Context: an optimization exercise on an open-source flow, tuned for small area, a short achievable clock period and few clock cycles per item. The choices shown serve that exercise and are no tape-out recipe.
RTL that was checked went through simulation tests only; none was proved equivalent to the original.
No activity file was given, so power comes from the tool's default toggle rates.

## start_byte_frame_reassembler
module start_byte_frame_reassembler #(
  parameter int FRAME_BYTES = sbfr_pkg::FRAME_BYTES_DEF,
  parameter int SLOTS       = sbfr_pkg::SLOTS_DEF
) (
  input  logic                   clk,
  input  logic                   rst_n,
  input  logic                   cfg_wr_en,
  input  logic [7:0]             cfg_wr_data,
  input  logic                   in_tvalid,
  output logic                   in_tready,
  input  logic [sbfr_pkg::IN_TDATA_W-1:0]  in_tdata,
  input  logic                   in_tuser,
  input  logic                   in_tlast,
  output logic                   out_tvalid,
  input  logic                   out_tready,
  output logic [sbfr_pkg::OUT_TDATA_W-1:0] out_tdata,
  output logic                   out_tlast
);
Settings: LEC_CHECK=0, CAP_MARGIN=20, CORE_MARGIN=2, CORE_UTILIZATION=40, SETUP_SLACK_MARGIN=3.0, SLEW_MARGIN=20; clock period 6.0 ns.
run.sh (not shown) runs the stock make flow with config.mk's settings and CLKGATE_MAP_FILE= SYNTH_SCRIPT=/design/flow/synth_recipe.tcl, a recipe that flattens the netlist after the stock synthesis.
The baseline went through all stages and came out clean.
Testbench counts at the start, summed over its fixed seeds: cycles 32,036, items 30,995.
Edit:
Settings changed: SETUP_SLACK_MARGIN 3.0 to default.
=>
- die area stays the same
- cell count drops by 0.36%
- synthesized cell count is unchanged
- wire length drops by 2.2%
- worst hold slack hardly moves
- first-iteration DRC count climbs by about 0.6%
- synthesized area does not change
- fmax drops by about 30%
- clock-buffer cell count drops by 25
- via count drops by 1.1%
- final area drops by about 0.7%


== run A ==
Another version of the RTL of start_byte_frame_reassembler (not shown whole).
Size: about 4200 cells after synthesis, roughly 3100 flip-flops, roughly 74 I/O pins, roughly 97000 um^2 of cells after synthesis.
// start_byte_frame_reassembler
module start_byte_frame_reassembler #(
  parameter int FRAME_BYTES = sbfr_pkg::FRAME_BYTES_DEF,
  parameter int SLOTS       = sbfr_pkg::SLOTS_DEF
) (
  input  logic                   clk,
  input  logic                   rst_n,
  input  logic                   cfg_wr_en,
  input  logic [7:0]             cfg_wr_data,
  input  logic                   in_tvalid,
  output logic                   in_tready,
  input  logic [sbfr_pkg::IN_TDATA_W-1:0]  in_tdata,
  input  logic                   in_tuser,
  input  logic                   in_tlast,
  output logic                   out_tvalid,
  input  logic                   out_tready,
  output logic [sbfr_pkg::OUT_TDATA_W-1:0] out_tdata,
  output logic                   out_tlast
);
  localparam int NP = sbfr_pkg::PAIRS;    
  logic [7:0] marker_r;
  always_ff @(posedge clk) begin
    if (!rst_n)         marker_r <= sbfr_pkg::MARKER_RESET;
    else if (cfg_wr_en) marker_r <= cfg_wr_data;
  end
  typedef struct packed {
    logic       func;
    logic [2:0] oh;
    logic [7:0] data;
    logic       cf;
    logic       cl;
    logic       eq;
  } item_t;
  item_t pin_item, ir, sk;
  logic  ir_v, sk_v, rdy_r;
  logic  go, take, accept;
  assign pin_item = {in_tuser,
                     in_tdata[1:0] == 2'd2, in_tdata[1:0] == 2'd1, in_tdata[1:0] == 2'd0,
                     in_tdata[9:2], in_tdata[10], in_tlast,
                     in_tdata[9:2] == marker_r};
  assign in_tready = rdy_r;
  ...
make LEC_CHECK=0 CAP_MARGIN=20 CORE_MARGIN=2 CORE_UTILIZATION=40 CTS_BUF_LIST=sky130_fd_sc_hd__clkbuf_16 CTS_CLUSTER_DIAMETER=60 CTS_CLUSTER_SIZE=30 SETUP_SLACK_MARGIN=3.55 SLEW_MARGIN=20 finish   # period 6.0 ns
Testbench counts of run A, summed over its fixed seeds: cycles 31,989, items 30,995.
#### Input delta (run B over run A)
- CTS_CLUSTER_DIAMETER now 100, was 60
- SETUP_SLACK_MARGIN now 3.65, was 3.55
- CORE_UTILIZATION now 55, was 40
Notes after the runs:
All of run B and run A finish clean. Power after layout down 8.4% in run B wrt run A. On area enclosed by the die boundary: run B sits below run A. Of run B and run A, the run reporting the lower average detailed-routed wire length per instance was run A. For run B, the cell with the largest stage delay on the worst path was dfxtp_4, unlike run A, where it was dfxtp_2.
### run B -> run C
- changing CORE_UTILIZATION from 55 to 40
- changing CTS_CLUSTER_DIAMETER from 100 to 60
--- outcome ---
Run C did not stop at any stage, and its layout met the timing, design-rule and antenna checks.
Smallest hold slack delta (run C − run B): unfavourable
In run C, largest net degree at the start of global routing is higher than in run B.
| power | lower: run B |
Run C vs run B: area growth from synthesis to layout up
Core utilization (lower): run C
Here is what was changed in the inputs of run D compared with run C.
- CTS_CLUSTER_DIAMETER now 100, was 60
Compared run D against run C; global routing usage on met2 within noise. Number of buffers inserted by post-CTS setup repair is higher on run C. Looking at design area across both flows, run D is the stronger of the two, with run C trailing. Looking at post-layout minimum cycle time, run D sits above run C.


v26:
start_byte_frame_reassembler, a different RTL version from the one above (not shown whole).
Size in the first run: roughly 74 I/O pins, roughly 97000 sq um of cells after synthesis.
==> flow/design.v (excerpt) <==
module start_byte_frame_reassembler #(
  parameter int FRAME_BYTES = sbfr_pkg::FRAME_BYTES_DEF,
  parameter int SLOTS       = sbfr_pkg::SLOTS_DEF
) (
  input  logic                   clk,
  input  logic                   rst_n,
  input  logic                   cfg_wr_en,
  input  logic [7:0]             cfg_wr_data,
  input  logic                   in_tvalid,
  output logic                   in_tready,
  input  logic [sbfr_pkg::IN_TDATA_W-1:0]  in_tdata,
  input  logic                   in_tuser,
  input  logic                   in_tlast,
  output logic                   out_tvalid,
  input  logic                   out_tready,
  output logic [sbfr_pkg::OUT_TDATA_W-1:0] out_tdata,
  output logic                   out_tlast
);
export LEC_CHECK = 0
export CAP_MARGIN = 20
export CORE_MARGIN = 2
export CORE_UTILIZATION = 40
export CTS_BUF_LIST = sky130_fd_sc_hd__clkbuf_8
export CTS_CLUSTER_DIAMETER = 50
export CTS_CLUSTER_SIZE = 16
export SETUP_SLACK_MARGIN = 3.55
export SLEW_MARGIN = 20
create_clock -name core_clock -period 6.0 [get_ports {clk}]
For v6, these inputs were changed with respect to v26:
# v26
export LEC_CHECK = 0
export CAP_MARGIN = 20
export CORE_MARGIN = 2
export CORE_UTILIZATION = 40
export CTS_BUF_LIST = sky130_fd_sc_hd__clkbuf_8
export CTS_CLUSTER_DIAMETER = 50
export CTS_CLUSTER_SIZE = 16
export SETUP_SLACK_MARGIN = 3.55
export SLEW_MARGIN = 20
create_clock -name core_clock -period 6.0 [get_ports {clk}]
# v6
export LEC_CHECK = 0
export CAP_MARGIN = 20
export CORE_MARGIN = 2
export CORE_UTILIZATION = 40
export CTS_BUF_LIST = sky130_fd_sc_hd__clkbuf_8
export CTS_CLUSTER_DIAMETER = 50
export CTS_CLUSTER_SIZE = 16
export SETUP_SLACK_MARGIN = 3.45
export SLEW_MARGIN = 20
create_clock -name core_clock -period 6.0 [get_ports {clk}]
Findings:
Overall power for v6 is lower than for v26. Looking at v6 and v26, the global routing usage summed across all routing layers is a wash. The lower count of buffers not belonging to the clock network in the layout of v6 and v26 is in v6. In the reports for v6 and v26, the smaller number of global-route vias before repair belongs to v6. v6 ended with every stage complete and zero timing, DRC or antenna violations.
No functional check of the RTL was part of any run of this note.


Setup of red:
Another version of the RTL of start_byte_frame_reassembler (not shown whole).
Size in the first run: roughly 3100 flip-flops.
Settings: LEC_CHECK=0, CAP_MARGIN=20, CORE_MARGIN=2, CORE_UTILIZATION=40, CTS_BUF_LIST=sky130_fd_sc_hd__clkbuf_16, CTS_CLUSTER_DIAMETER=60, CTS_CLUSTER_SIZE=30, SETUP_SLACK_MARGIN=3.45, SLEW_MARGIN=20; clock period 6.0 ns.
Testbench counts of red, summed over its fixed seeds: cycles 31,989, items 30,995.
For blue, these inputs were changed with respect to red:
diff --git a/flow/config.mk b/flow/config.mk
--- a/flow/config.mk
+++ b/flow/config.mk
@@ -9,7 +9,7 @@
 export CORE_MARGIN = 2
 export CORE_UTILIZATION = 40
-export CTS_BUF_LIST = sky130_fd_sc_hd__clkbuf_16
-export CTS_CLUSTER_DIAMETER = 60
-export CTS_CLUSTER_SIZE = 30
+export CTS_BUF_LIST = sky130_fd_sc_hd__clkbuf_8
+export CTS_CLUSTER_DIAMETER = 50
+export CTS_CLUSTER_SIZE = 16
 export SETUP_SLACK_MARGIN = 3.45
 export SLEW_MARGIN = 20
- blue closes out successfully: all stages finished, all timing, DRC and antenna checks passed.
- In the metrics for blue and red, the one carrying the lower clock network contribution to total cell area is blue.
- blue: maximum single-stage delay on the critical path is 0.09 ns lower than what red reported.
- The number of antenna violations at the first check in global routing in blue sits 2 above the value recorded for red.
- Comparing the two runs side by side, blue comes out ahead of red on sum of internal, switching and leakage power.
- Design area shrinks slightly when moving from red to blue.
- Any difference in global-route met2 utilization between blue and red is small enough to ignore.
- Buffering stage count on the worst path with inverters included (blue over red): decrease, 1

[port drivers added, routing unchanged]
In the flow no input, the clock included, has a driving cell. The finished layouts below were timed again as built, in two steps. Step 1 sets driving cells, clkbuf_16 on the clock port and buf_2 on the other inputs (assumed; they add their load-dependent delay and slew). Step 2 moves the port delays by t, midway between the first and last clock arrival at a register: inputs arrive t later, outputs are due t later. That takes back most of the time a late clock gives input paths. Three values: ideal, step 1, step 2; two values: the first two.
run | shift t [ns] | setup slack, ns | worst setup path after step 2 | latest minus earliest clock arrival (ns) | cell pins on the clock port's net
the first run of note 1 | 0.957 | 2.675 / 2.675 / 2.588 | input to register | 0.070 / 0.070 | 1
the second run of note 1 | 0.960 | 1.330 / 1.330 / 1.330 | register to register | 0.062 / 0.062 | 1
run A | 0.871 | 3.513 / 3.436 / 2.908 | input to register | 0.042 / 0.041 | 1
run B | 0.843 | 3.535 / 3.458 / 3.027 | input to register | 0.048 / 0.048 | 1
run C | 0.869 | 3.527 / 3.448 / 2.945 | input to register | 0.046 / 0.046 | 1
run D | 0.858 | 3.505 / 3.424 / 2.908 | input to register | 0.063 / 0.064 | 1
v26 | 1.022 | 3.352 / 3.261 / 2.822 | input to register | 0.063 / 0.063 | 1
v6 | 1.028 | 3.356 / 3.268 / 2.901 | input to register | 0.067 / 0.068 | 1
red | 0.883 | 3.384 / 3.384 / 2.740 | input to register | 0.066 / 0.066 | 1
blue | 1.008 | 3.352 / 3.273 / 2.718 | input to register | 0.095 / 0.094 | 1
After both steps setup and hold are still met in every run listed. For red, which loses most, drivers alone change the setup slack by 0.000 ns; drivers and shift together by -0.644 ns.
